This design comes from an exercise in tuning for small area on the open sky130 flow, not from production work.
Function was checked by simulation only, so behaviour that the tests miss may differ from the original.

## us_frontend_top
module us_frontend_top (
	input logic clock_50,
	input logic rst_n,
	input logic [6-1:0] s_awaddr,
	input logic s_awvalid,
	output logic s_awready,
	input logic [32-1:0] s_wdata,
	input logic [32/8-1:0] s_wstrb,
	input logic s_wvalid,
	output logic s_wready,
	output logic [1:0] s_bresp,
	output logic s_bvalid,
	input logic s_bready,
	input logic [6-1:0] s_araddr,
	input logic s_arvalid,
	output logic s_arready,
	output logic [32-1:0] s_rdata,
	output logic [1:0] s_rresp,
	output logic s_rvalid,
	input logic s_rready,
	output logic bf_spi_cs_n,
	output logic bf_spi_sck,
	output logic bf_spi_sdo,
	input logic bf_spi_sdi,
	output logic bf_tx_en,
	output logic bf_reset,
	output logic pulser_en,
	output logic txrx_spi_en,  
	output logic txrx_sw_off,
	output logic [11-1:0] mux_cnt,
	output logic fifo_en  
);
For scale: about 120 I/O pins, ~20000 um2 of cells after synthesis.
export LEC_CHECK = 0
export CAP_MARGIN = 20
export CORE_MARGIN = 2
export CORE_UTILIZATION = 70
export SLEW_MARGIN = 20
create_clock -name core_clock -period 10.0 [get_ports {clock_50}]
standard.sh (not shown) runs the stock make flow with config.mk's settings and CLKGATE_MAP_FILE= SYNTH_SCRIPT=/design/flow/synth_recipe.tcl, a recipe that flattens the netlist after the stock synthesis.
==> flow/flow/run.sh <==
#!/bin/bash
# The standard layout, with three changes:
#  - after the standard synthesis, the gates between the registers are re-mapped by ABC
#    for area (reabc.tcl); every register keeps its instance, name and cell
#  - port buffers use the small sky130_fd_sc_hd__buf_1 (every port is still buffered)
#  - CTS clusters up to 30 sinks per leaf buffer and inserts no dummy loads
set -euo pipefail
export BUFFER_PORTS_ARGS="-buffer_cell sky130_fd_sc_hd__buf_1"
export CTS_ARGS="-sink_clustering_enable -repair_clock_nets -sink_clustering_size 30 -sink_clustering_max_diameter 100 -dont_use_dummy_load"

bash standard.sh synth > synth.log 2>&1

R=orfs/results/$FLOW_PLATFORM/us_frontend_top/base
cp $R/1_2_yosys.v std_1_2_yosys.v
export REABC_IN=std_1_2_yosys.v
export REABC_OUT=$R/1_2_yosys.v
export REABC_LIB=$FLOW_HOME/platforms/$FLOW_PLATFORM/lib/sky130_fd_sc_hd__tt_025C_1v80.lib
export REABC_SCRIPT=$(pwd)/flow/reabc.abc
export REABC_DONT_USE="$(grep -o -- '-dont_use [^ ]*' orfs/logs/$FLOW_PLATFORM/us_frontend_top/base/1_2_yosys.log | awk '{print $2}' | sort -u | tr '\n' ' ')"
yosys -c flow/reabc.tcl -l reabc.log > reabc.out 2>&1
rm -f $R/1_synth.odb $R/1_synth.sdc

bash standard.sh > standard.log 2>&1
Other scripts of this flow, unchanged in this note and not shown: flow/flow/reabc.abc, flow/flow/reabc.tcl
Edit:
--- a/flow/design.v
+++ b/flow/design.v
@@ -137,23 +137,30 @@
 		end
 	end
 	always_ff @(posedge clock_50) begin
 		if (start_ok) begin
 			div_cnt <= '0;
 			bits_left <= cmd_num_bits;
 		end else begin
 			div_cnt <= tick ? '0 : div_cnt + 1'b1;
-			bits_left <= bits_left - BW'(fall);  
+			if (fall) begin
+				bits_left <= bits_left - 1'b1;
+			end
 		end
 		if (busy && tick && !phase) begin
 			samp <= sdi;
 		end
-		sh <= ({DW{start_ok}} & cmd_tx_data & keep) |
-			({DW{!start_ok}} & ((hit & {DW{fall}} & {DW{samp}}) | (~(hit & {DW{fall}}) & sh)));
+		for (int i = 0; i < DW; i++) begin
+			if (start_ok) begin
+				sh[i] <= cmd_tx_data[i] && keep[i];
+			end else if (fall && hit[i]) begin
+				sh[i] <= samp;
+			end
+		end
 		if (fin) begin
 			cmd_rx_data <= sh;
 		end
 	end
 endmodule
 `timescale 1ns/1ps
 module pulse_echo_fsm (
 	input logic clock_50,
@@ -319,44 +326,42 @@
 			if (rd_fire) begin
 				s_rvalid <= 1'b1;
 			end else if (s_rready) begin
 				s_rvalid <= 1'b0;
 			end
 		end
 	end
 	always_comb begin
-		logic [12:0] rs;
-		rs = rsel & {13{!s_rvalid}};
-		rs[6] = rs[6] && spi_rx_valid;
-		rs[7] = rs[7] && spi_rx_valid;
-		rs[8] = rs[8] && spi_rx_valid;
-		rd_word = ({DW{rs[0]}} & ctrl_q) |
-			({DW{rs[1]}} & DW'({acq_done, spi_done})) |
-			({DW{rs[2]}} & DW'(nbits_q)) |
-			({DW{rs[3]}} & tx_q[DW-1:0]) |
-			({DW{rs[4]}} & tx_q[2*DW-1:DW]) |
-			({DW{rs[5]}} & DW'(tx_q[SW-1:2*DW])) |
-			({DW{rs[6]}} & spi_rx_data[DW-1:0]) |
-			({DW{rs[7]}} & spi_rx_data[2*DW-1:DW]) |
-			({DW{rs[8]}} & DW'(spi_rx_data[SW-1:2*DW])) |
-			({DW{rs[9]}} & init_delay_q) |
-			({DW{rs[10]}} & samples_q) |
-			({DW{rs[11]}} & tx_len_q) |
-			({DW{rs[12]}} & DW'(mux_q)) |
-			({DW{s_rvalid}} & s_rdata);
+		logic rxs0, rxs1, rxs2;
+		rxs0 = rsel[6] && spi_rx_valid;
+		rxs1 = rsel[7] && spi_rx_valid;
+		rxs2 = rsel[8] && spi_rx_valid;
+		rd_word = ({DW{rsel[0]}} & ctrl_q) |
+			({DW{rsel[1]}} & DW'({acq_done, spi_done})) |
+			({DW{rsel[2]}} & DW'(nbits_q)) |
+			({DW{rsel[3]}} & tx_q[DW-1:0]) |
+			({DW{rsel[4]}} & tx_q[2*DW-1:DW]) |
+			({DW{rsel[5]}} & DW'(tx_q[SW-1:2*DW])) |
+			({DW{rxs0}} & spi_rx_data[DW-1:0]) |
+			({DW{rxs1}} & spi_rx_data[2*DW-1:DW]) |
+			({DW{rxs2}} & DW'(spi_rx_data[SW-1:2*DW])) |
+			({DW{rsel[9]}} & init_delay_q) |
+			({DW{rsel[10]}} & samples_q) |
+			({DW{rsel[11]}} & tx_len_q) |
+			({DW{rsel[12]}} & DW'(mux_q));
 	end
 	always_ff @(posedge clock_50) begin
 		if (!s_bvalid) begin
 			s_bresp[1] <= !wr_ok;
 		end
 		if (!s_rvalid) begin
+			s_rdata <= rd_word;
 			s_rresp[1] <= !rd_ok;
 		end
-		s_rdata <= rd_word;
 	end
 	assign s_bresp[0] = 1'b0;
 	assign s_rresp[0] = 1'b0;
 	delayed_pulser #(.DELAY(10)) u_spi_start (
 		.clock_50 (clock_50),
 		.rst_n (rst_n),
 		.level (ctrl_q[0]),
 		.pulse (spi_start)
The changed run completed without violations.
Clock skew is lower by 18 ps.
Count of clock-buffer cells in the layout does not change.
Routed wire length drops by a few percent.
Via count drops by a few percent.
Synthesized area grows slightly.

-- separate check: timing with driven ports --
Ports are ideal in the flow. The routed layouts listed here were re-timed in OpenROAD.
Step 1 assumes that a clkbuf_16 drives the clock port and a buf_2 every other input.
Step 2 also shifts input and output timing later by t, the mid clock arrival at the registers, as if the neighbouring blocks saw the same clock.
a / b / c = no drivers / after step 1 / after step 2; a / b = the first two.
| run | shift t [ns] | slack for setup (ns) | worst hold slack (ns) | clock arrival spread, ns | pins driven straight from the clock port |
|---|---|---|---|---|---|
| the first run | 0.584 | 4.386 / 4.386 / 4.386 | 0.451 / 0.451 / 0.451 | 0.060 / 0.061 | 1 |
| the second run | 0.601 | 4.010 / 4.010 / 4.010 | 0.461 / 0.461 / 0.461 | 0.042 / 0.042 | 1 |
After both steps every run listed still meets setup and hold.
